Background: an optimization exercise with open tools, aiming at small area, a short achievable clock period and few clock cycles. Do not read the settings as production practice. Function was checked by simulation only, so behaviour that the tests miss may differ from the original. Power figures rest on the tool's default switching activity, not on a simulated workload.

### design.v
package isa_pkg;
	localparam int PC_WIDTH       = 8;
	localparam int DATA_WIDTH     = 32;
	localparam int REG_ADDR_WIDTH = 5;
	localparam int SHAMT_WIDTH    = 5;
	localparam int IMM_WIDTH      = 16;
	localparam int INDEX_WIDTH    = 26;
	typedef logic [REG_ADDR_WIDTH-1:0] reg_addr_t;
	localparam reg_addr_t LINK_REG = 5'd31;
	typedef enum logic [3:0] {
		ALU_ADD, ALU_SUB, ALU_AND, ALU_OR, ALU_XOR, ALU_NOR,
		ALU_SLT, ALU_SLTU, ALU_SLL, ALU_SRL, ALU_SRA, ALU_LUI,
		ALU_FADD, ALU_FSUB, ALU_FMUL
	} alu_op_e;
	typedef enum logic {OP1_REG_S, OP1_REG_T} op1_src_e;
	typedef enum logic [1:0] {OP2_REG_T, OP2_SHAMT, OP2_IMM_SIGN, OP2_IMM_ZERO} op2_src_e;
	typedef enum logic [1:0] {DEST_RD, DEST_RT, DEST_LINK} dest_src_e;
	typedef enum logic [1:0] {BR_BEQ, BR_BNE, BR_JUMP, BR_NONE} branch_e;
	typedef struct packed {
		logic                                reg_write;
		logic [1:0]                          mem_to_reg;
		logic                                mem_write;
		logic                                mem_read;
		logic                                uart_to_reg;
		branch_e                    branch;
		logic [INDEX_WIDTH-1:0]     inst_index;
		logic [PC_WIDTH-1:0]        pc1;
	} pass_ctrl_t;
	typedef struct packed {
		pass_ctrl_t                          pass;
		logic                                is_fp;
		op1_src_e                   op1_src;
		op2_src_e                   op2_src;
		dest_src_e                  dest_src;
		alu_op_e                    alu_op;
		logic [DATA_WIDTH-1:0]      rs_val;
		logic [DATA_WIDTH-1:0]      rt_val;
		reg_addr_t                  rt;
		reg_addr_t                  rd;
		logic [SHAMT_WIDTH-1:0]     shamt;
		logic [IMM_WIDTH-1:0]       imm16;
		logic [PC_WIDTH-1:0]        pc;
	} issue_t;
	typedef struct packed {
		pass_ctrl_t                          pass;
		logic                                is_fp;
		logic [DATA_WIDTH-1:0]      result;
		logic [DATA_WIDTH-1:0]      store_data;
		reg_addr_t                  dest;
		logic [PC_WIDTH-1:0]        branch_target;
	} exec_result_t;
endpackage
module operand_select (
	input  isa_pkg::issue_t                   instr,
	output logic [isa_pkg::DATA_WIDTH-1:0]     op1,
	output logic [isa_pkg::DATA_WIDTH-1:0]     op2,
	output isa_pkg::reg_addr_t                 dest,
	output logic [isa_pkg::PC_WIDTH-1:0]       branch_target
);
	always_comb begin
		unique case (instr.op1_src)
			isa_pkg::OP1_REG_T: op1 = instr.rt_val;
			default:            op1 = instr.rs_val;
		endcase
	end
	always_comb begin
		unique case (instr.op2_src)
			isa_pkg::OP2_SHAMT:
				op2 = {{(isa_pkg::DATA_WIDTH - isa_pkg::SHAMT_WIDTH){1'b0}}, instr.shamt};
			isa_pkg::OP2_IMM_SIGN:
				op2 = {{(isa_pkg::DATA_WIDTH - isa_pkg::IMM_WIDTH){instr.imm16[isa_pkg::IMM_WIDTH-1]}},
					instr.imm16};
			isa_pkg::OP2_IMM_ZERO:
				op2 = {{(isa_pkg::DATA_WIDTH - isa_pkg::IMM_WIDTH){1'b0}}, instr.imm16};
			default:
				op2 = instr.rt_val;
		endcase
	end
	always_comb begin
		unique case (instr.dest_src)
			isa_pkg::DEST_RT:   dest = instr.rt;
			isa_pkg::DEST_LINK: dest = isa_pkg::LINK_REG;
			default:            dest = instr.rd;
		endcase
	end
	assign branch_target = instr.pass.pc1 + instr.imm16[isa_pkg::PC_WIDTH-1:0];
endmodule
module alu (
	input  isa_pkg::alu_op_e                   op,
	input  logic [isa_pkg::DATA_WIDTH-1:0]     a,
	input  logic [isa_pkg::DATA_WIDTH-1:0]     b,
	output logic [isa_pkg::DATA_WIDTH-1:0]     y
);
	logic [isa_pkg::SHAMT_WIDTH-1:0] sh;
	logic                            lt_signed;
	logic                            lt_unsigned;
	assign sh          = b[isa_pkg::SHAMT_WIDTH-1:0];
	assign lt_signed   = $signed(a) < $signed(b);
	assign lt_unsigned = a < b;
	always_comb begin
		unique case (op)
			isa_pkg::ALU_ADD:  y = a + b;
			isa_pkg::ALU_SUB:  y = a - b;
			isa_pkg::ALU_AND:  y = a & b;
			isa_pkg::ALU_OR:   y = a | b;
			isa_pkg::ALU_XOR:  y = a ^ b;
			isa_pkg::ALU_NOR:  y = ~(a | b);
			isa_pkg::ALU_SLT:
				y = {{(isa_pkg::DATA_WIDTH-1){1'b0}}, lt_signed};
			isa_pkg::ALU_SLTU:
				y = {{(isa_pkg::DATA_WIDTH-1){1'b0}}, lt_unsigned};
			isa_pkg::ALU_SLL:  y = a << sh;
			isa_pkg::ALU_SRL:  y = a >> sh;
			isa_pkg::ALU_SRA:  y = $signed(a) >>> sh;
			isa_pkg::ALU_LUI:  y = b << 16;
			default:           y = '0;
		endcase
	end
endmodule
module fpu (
	input  logic                               CLK,
	input  logic                               reset,
	input  logic                               start,
	input  isa_pkg::alu_op_e                   op,
	input  logic [isa_pkg::DATA_WIDTH-1:0]     a,
	input  logic [isa_pkg::DATA_WIDTH-1:0]     b,
	output logic                               done,
	output logic [isa_pkg::DATA_WIDTH-1:0]     y
);
	typedef enum logic [2:0] {IDLE, UNPACK, ALIGN_MUL, NORMALIZE, PACK} state_e;
	state_e             state;
	logic               sign_a;
	logic               sign_b;
	logic [7:0]         exp_a;
	logic [7:0]         exp_b;
	logic [23:0]        man_a;
	logic [23:0]        man_b;
	logic               sign_r;
	logic signed [9:0]  exp_r;
	logic [24:0]        man_r;
	logic               eff_sign_b;
	logic [7:0]         shift_amt;
	logic [7:0]         big_e;
	logic [23:0]        big_m;
	logic [23:0]        small_m;
	logic               big_s;
	logic               small_s;
	logic [24:0]        add_sum;
	logic               add_sign;
	logic [47:0]        product;
	logic signed [9:0]  mul_exp;
	always_comb begin
		eff_sign_b = sign_b ^ (op == isa_pkg::ALU_FSUB);
		if (exp_a >= exp_b) begin
			shift_amt = exp_a - exp_b;
			big_e     = exp_a;
			big_m     = man_a;
			big_s     = sign_a;
			small_m   = man_b >> shift_amt;
			small_s   = eff_sign_b;
		end else begin
			shift_amt = exp_b - exp_a;
			big_e     = exp_b;
			big_m     = man_b;
			big_s     = eff_sign_b;
			small_m   = man_a >> shift_amt;
			small_s   = sign_a;
		end
		if (big_s == small_s) begin
			add_sum  = {1'b0, big_m} + {1'b0, small_m};
			add_sign = big_s;
		end else if (big_m >= small_m) begin
			add_sum  = {1'b0, big_m - small_m};
			add_sign = big_s;
		end else begin
			add_sum  = {1'b0, small_m - big_m};
			add_sign = small_s;
		end
		product = man_a * man_b;
		mul_exp = $signed({2'b00, exp_a}) + $signed({2'b00, exp_b}) - 10'sd127;
	end
	always_ff @(posedge CLK) begin
		if (reset) begin
			state <= IDLE;
			done  <= 1'b0;
		end else begin
			done <= 1'b0;
			unique case (state)
				IDLE:      if (start) state <= UNPACK;
				UNPACK:    state <= ALIGN_MUL;
				ALIGN_MUL: state <= NORMALIZE;
				NORMALIZE: if (man_r[24] || man_r[23] || man_r == '0) state <= PACK;
				default: begin
					done  <= 1'b1;
					state <= IDLE;
				end
			endcase
		end
	end
	always_ff @(posedge CLK) begin
		unique case (state)
			UNPACK: begin
				sign_a <= a[31];
				sign_b <= b[31];
				exp_a  <= a[30:23];
				exp_b  <= b[30:23];
				man_a  <= (a[30:23] == 8'd0) ? 24'd0 : {1'b1, a[22:0]};
				man_b  <= (b[30:23] == 8'd0) ? 24'd0 : {1'b1, b[22:0]};
			end
			ALIGN_MUL: begin
				if (op == isa_pkg::ALU_FMUL) begin
					sign_r <= sign_a ^ sign_b;
					exp_r  <= mul_exp;
					man_r  <= product[47:23];
				end else begin
					sign_r <= add_sign;
					exp_r  <= $signed({2'b00, big_e});
					man_r  <= add_sum;
				end
			end
			NORMALIZE: begin
				if (man_r[24]) begin
					man_r <= man_r >> 1;
					exp_r <= exp_r + 10'sd1;
				end else if (!man_r[23] && man_r != '0) begin
					man_r <= man_r << 1;
					exp_r <= exp_r - 10'sd1;
				end
			end
			PACK: begin
				if (!man_r[23] || exp_r < 10'sd1)
					y <= '0;
				else
					y <= {sign_r, exp_r[7:0], man_r[22:0]};
			end
			default: ;
		endcase
	end
endmodule
module execution (
	input  logic                     CLK,
	input  logic                     reset,
	input  logic [154:0]             issue,
	input  logic                     issue_req,
	output logic                     issue_ack,
	output logic [119:0]             result,
	output logic                     result_valid
);
	isa_pkg::issue_t                  issue_in;
	isa_pkg::exec_result_t            result_r;
	assign issue_in = issue;
	assign result   = result_r;
	typedef enum logic [1:0] {IDLE, INT_EXEC, FP_WAIT} state_e;
	state_e                            state;
	isa_pkg::issue_t                  instr;
	logic                              accept;
	logic [isa_pkg::DATA_WIDTH-1:0]    op1;
	logic [isa_pkg::DATA_WIDTH-1:0]    op2;
	logic [isa_pkg::DATA_WIDTH-1:0]    alu_y;
	logic [isa_pkg::DATA_WIDTH-1:0]    fpu_y;
	isa_pkg::reg_addr_t                dest;
	logic [isa_pkg::PC_WIDTH-1:0]      branch_target;
	logic                              fpu_start;
	logic                              fpu_done;
	isa_pkg::exec_result_t            result_next;
	assign accept = issue_req && !issue_ack && (state == IDLE);
	operand_select operand_select_inst (
		.instr         (instr),
		.op1           (op1),
		.op2           (op2),
		.dest          (dest),
		.branch_target (branch_target)
	);
	alu alu_inst (
		.op (instr.alu_op),
		.a  (op1),
		.b  (op2),
		.y  (alu_y)
	);
	fpu fpu_inst (
		.CLK   (CLK),
		.reset (reset),
		.start (fpu_start),
		.op    (instr.alu_op),
		.a     (op1),
		.b     (op2),
		.done  (fpu_done),
		.y     (fpu_y)
	);
	always_comb begin
		result_next.pass          = instr.pass;
		result_next.is_fp         = instr.is_fp;
		result_next.result        = instr.is_fp ? fpu_y : alu_y;
		result_next.store_data    = instr.rt_val;
		result_next.dest          = dest;
		result_next.branch_target = branch_target;
	end
	always_ff @(posedge CLK) begin
		if (accept)
			instr <= issue_in;
	end
	always_ff @(posedge CLK) begin
		if (reset) begin
			state              <= IDLE;
			issue_ack          <= 1'b0;
			fpu_start          <= 1'b0;
			result_valid       <= 1'b0;
			result_r             <= '0;
			result_r.pass.branch <= isa_pkg::BR_NONE;
		end else begin
			result_valid <= 1'b0;
			fpu_start    <= 1'b0;
			if (accept)
				issue_ack <= 1'b1;
			else if (issue_ack && !issue_req)
				issue_ack <= 1'b0;
			unique case (state)
				IDLE: begin
					if (accept) begin
						state     <= issue_in.is_fp ? FP_WAIT : INT_EXEC;
						fpu_start <= issue_in.is_fp;
					end
				end
				INT_EXEC: begin
					result_r     <= result_next;
					result_valid <= 1'b1;
					state        <= IDLE;
				end
				default: begin
					if (fpu_done) begin
						result_r     <= result_next;
						result_valid <= 1'b1;
						state        <= IDLE;
					end
				end
			endcase
		end
	end
endmodule
### run.sh
#!/bin/bash
# synth_recipe.tcl (not shown) runs the flow's synth.tcl, then flattens the netlist and writes it again
# the make line also repeats each setting of config.mk as NAME=value (left out here)
make -C /OpenROAD-flow-scripts/flow DESIGN_CONFIG=/design/flow/config.mk WORK_HOME=/design/flow/orfs CLKGATE_MAP_FILE= SYNTH_SCRIPT=/design/flow/synth_recipe.tcl finish
### config.mk
export PLATFORM = sky130hd
export DESIGN_NAME = execution
export DESIGN_NICKNAME = execution
export VERILOG_FILES = /design/flow/design.v
export SDC_FILE = /design/flow/constraint.sdc
export NUM_CORES = 4
export LEC_CHECK = 0
export CAP_MARGIN = 20
export CORE_MARGIN = 2
export CORE_UTILIZATION = 40
export SLEW_MARGIN = 20
### constraint.sdc
create_clock -name core_clock -period 10.0 [get_ports {CLK}]
set_input_delay 2.0000 -clock core_clock [delete_from_list [all_inputs] [get_ports {CLK}]]
set_output_delay 2.0000 -clock core_clock [all_outputs]
set_load 0.01 [all_outputs]
==> impl_metrics.ini <==
[detailed_routing]
route.detailed.drc = 0
drt_iter0_markers = 4520
ant_nets = 0
finalWirelength_um = 189000
wire_per_inst_um = 24.7
drt_first_pass_iters = 6
via_count = 44544
via_per_inst = 5.82

[sta]
drv_slew = 0
post-route-min-period_ps = 8450
skew_ps = 40.4
finalSetupViolations = 0
max_freq_mhz = 118
fin_crit_sh_pct = 84.5
rsz0062_at_grt = no
relSlewSlack_pct = 27.5
hold_slack_ps = 448
tightest_slew_ps = 1090
setup_tns_ps = 0
hold_viol_final = 0

[critical_path]
reg2reg_slack_ps = 1550
crit_path_max_incr_delay_ps = 780
crit_fanout = 22
reg2reg_to = fpu_inst.man_r[17]$_DFFE_PP_
crit_type = reg -> reg
worstSetupEndpointType = flip-flop
critical_path_required_ps = 10310
start_kind = flip-flop
r2r_start = fpu_inst.exp_b[1]$_DFFE_PP_
cp.arrival_ps = 8760
rr_worst_depth = 27
worst_path_max_delay_cell = nand4_2

[place]
place.port_buffers = 271
placed_cell_area_um2 = 55000
dp.cells = 7572
hpwlAfterDp_um = 148000
routabilityCongestion = 1.00

[outcome]
status = no timing/DRC/antenna violations

[global_routing]
track_usage_pct = 28.8
grt_pass1_vias = 44592
grt_pass1_wl_um = 286000
grt_max_degree = 144
grt-ovfl-total = 0
antenna_found_initial = 12

[floorplanning]
core_um2 = 126000
num_rows = 130
io_pins = 280
dieArea_um2 = 129000
start_util_pct = 40.3
fp.dieH_um = 360
die_w_um = 360

[clock_network]
clk_pin_slew_ps = 70
cts_buffers = 44
cts_num_sinks = 410
root_buffer = clkbuf_16
clk_latency_ps = 620
cts_resized = 0
clk_path_buf_depth = 3
post_cts_buffers = 0
cts_max_level = 2
postCtsHoldBufs = 0
cts_tree = done

[hold_path]
hp-class = reg -> reg
holdPathEnd = result_r[29]$_SDFFE_PP0P_
hold_depth = 2
min-delay-start = result_r[29]$_SDFFE_PP0P_

[yosys]
synth_nets = 6920
synthXorXnorAreaFrac_pct = 1.87
synthMuxAreaShare_pct = 5.77
synth_compound_area_share_pct = 16.5
synth_area_um2 = 50600
synth_top_family_by_area = adder cells
netlist_instances = 5899
yosys.area.top_type_share_pct = 19.4
yosysMostFrequentCell = nand2_1
yosysWarningCount = 4
synth_edf_count = 281
synth-async-reset-ratio_pct = 0
synth-simple-area-share_pct = 16.7
ys_types = 101
synth_ff_type = edfxtp_1
synth_top_area_cell = fa_1
synthAdderAreaFrac_pct = 28.6
synth_seq_cells = 410
avgSynthCellArea_um2 = 8.58
synth_commonest_cells = 783 x nand2_1, 733 x inv_1, 490 x fa_1
synthTopCellsByArea = fa_1 19%, edfxtp_1 17%, ha_1 9.2%
yosysSeqAreaShare_pct = 21.8

[power]
power.leakage_nw = 24.2
peakVddDrop_v = 0.000593
powerDensity_nw_per_um2 = 286

[finish]
syn_to_final_growth_pct = 11.8
final_util_pct = 45.0
final_nets = 6989
fin_area_um2 = 56500
final_cells = 7655
drive_gt1_share_pct = 5.98

[flow_run]
maxCapViolations = 0
kinds of logic after synthesis:
logic type | Yosys count
AO/OA/AOI/OAI | 1313
XOR/XNOR | 108
adder cells (fa/ha/maj) | 863
buffers and inverters | 1141
flip-flops | 410
multiplexers | 246
AND/OR/NAND/NOR | 1818
area by class of cell:
class / instances / area [um^2]
Antenna cell: 1 / 2.50
Timing Repair Buffer: 418 / 3840
Fill cell: 12390 / 69000
Inverter: 746 / 2810
Clock buffer: 66 / 1250
Clock inverter: 16 / 246
Multi-Input combinational cell: 4348 / 35300
Sequential cell: 410 / 11000
Tap cell: 1650 / 2060
placed cells by master (no fill, tap or decap), drive strengths merged, types with 18 or more instances in the layout:
master         synthesis  final
o31ai                 24     24
edfxtp               281    281
or3                   18     18
xor2                  36     36
dfxtp                129    129
mux2                  45     45
a21o                  52     52
a31oi                 33     33
a221oi                40     40
o21bai                40     40
clkdlybuf4s50          0    270
buf                   87    148
nand4                 26     26
o22ai                 41     41
nand2                783    783
mux4                  29     29
nand2b                37     37
a211oi                49     49
and3                  26     26
o211ai                71     71
clkbuf               308     66
ha                   373    373
o221ai                25     25
and2                 320    320
nand3                 59     59
nor4                  22     22
xnor2                 72     72
fa                   490    490
nor3                 101    101
mux2i                172    172
o21ai                282    282
nor2b                 52     52
nor2                 336    336
inv                  743    746
a21oi                454    454
a221o                 19     19
o21a                  25     25
worst max-delay path: cells and delay by family (launching register included):
family / cells / cell delay, ps
AO/OA/AOI/OAI: 14 / 3790
AND/OR/NAND/NOR: 6 / 1670
adder cells (fa/ha/maj): 3 / 1240
XOR/XNOR: 2 / 640
flip-flops: 1 / 570
buffers and inverters: 2 / 210
registers in the layout (all words and copies together) (netlist names), 3 cells and up:
signal,count
fpu_inst.man_b,24
fpu_inst.y,32
fpu_inst.exp_b,8
fpu_inst.man_a,24
fpu_inst.state,3
fpu_inst.exp_a,8
fpu_inst.man_r,25
fpu_inst.exp_r,10
result_r,120
instr,147
where the power goes:
part	total, W	switching, W	internal, W
combinational	0.0124	0.00773	0.00465
sequential	0.00205	0.000102	0.00195
clock	0.00173	0.000748	0.000984
stage by stage:
stage | setup slack [ps] | power (W)
detailed placement | 1630 | 0.0142
floorplan | 2670 | 0.0103
CTS | 1540 | 0.0161
finish | 1550 | 0.0162
global route | 1140 | 0.0177
global placement | 1660 | 0.0142
worst max-delay path by stage:
stage,start,to,depth (start not counted)
final,fpu_inst.exp_b[1]$_DFFE_PP_,fpu_inst.man_r[17]$_DFFE_PP_,27
after global routing,fpu_inst.exp_b[1]$_DFFE_PP_,fpu_inst.man_r[17]$_DFFE_PP_,24
after CTS,fpu_inst.man_b[1]$_SDFFCE_PN0P_,fpu_inst.man_r[23]$_DFFE_PP_,24
after detailed placement,fpu_inst.man_b[1]$_SDFFCE_PN0P_,fpu_inst.man_r[23]$_DFFE_PP_,24
after global placement,fpu_inst.man_b[1]$_SDFFCE_PN0P_,fpu_inst.man_r[23]$_DFFE_PP_,24
after floorplan,issue_req,state[1]$_SDFFE_PP0P_,3
routing by layer:
layer | vias to the layer above | routed length, um | track usage (%)
met3 | 402 | 16600 | 5.54
met5 | - | 37 | 0
li1 | 20027 | - | -
met1 | 22046 | 79000 | 38.6
met2 | 2063 | 84000 | 45.3
met4 | 6 | 9790 | 12.8
Testbench counts, summed over its fixed seeds: cycles 18,989.

separate check: timing with driven ports:
The flow's constraints put no driver on any port. The routed layout listed below was extracted and timed again, unchanged, in two steps. Step 1 (the two cells are an assumption about what drives the block):
set clk [get_ports {CLK}]
set_driving_cell -lib_cell sky130_fd_sc_hd__clkbuf_16 $clk
set_driving_cell -lib_cell sky130_fd_sc_hd__buf_2 [delete_from_list [all_inputs] $clk]
Step 2 adds t to the input delays and takes it off the output delays; t is the mean of the earliest and latest rising clock arrival at the registers after step 1. Input paths then give back, and output paths get back, about the clock's delay inside the block. a / b / c = ideal ports / drivers / drivers and shift; a / b = the first two.
t (ns): 0.655
setup slack, ns: 1.554 / 1.554 / 1.554
worst setup path after step 2: register to register
clock arrival spread, ns: 0.041 / 0.041
After both steps setup and hold are still met in this run. For this run, drivers alone change the setup slack by 0.000 ns; drivers and shift together by 0.000 ns.
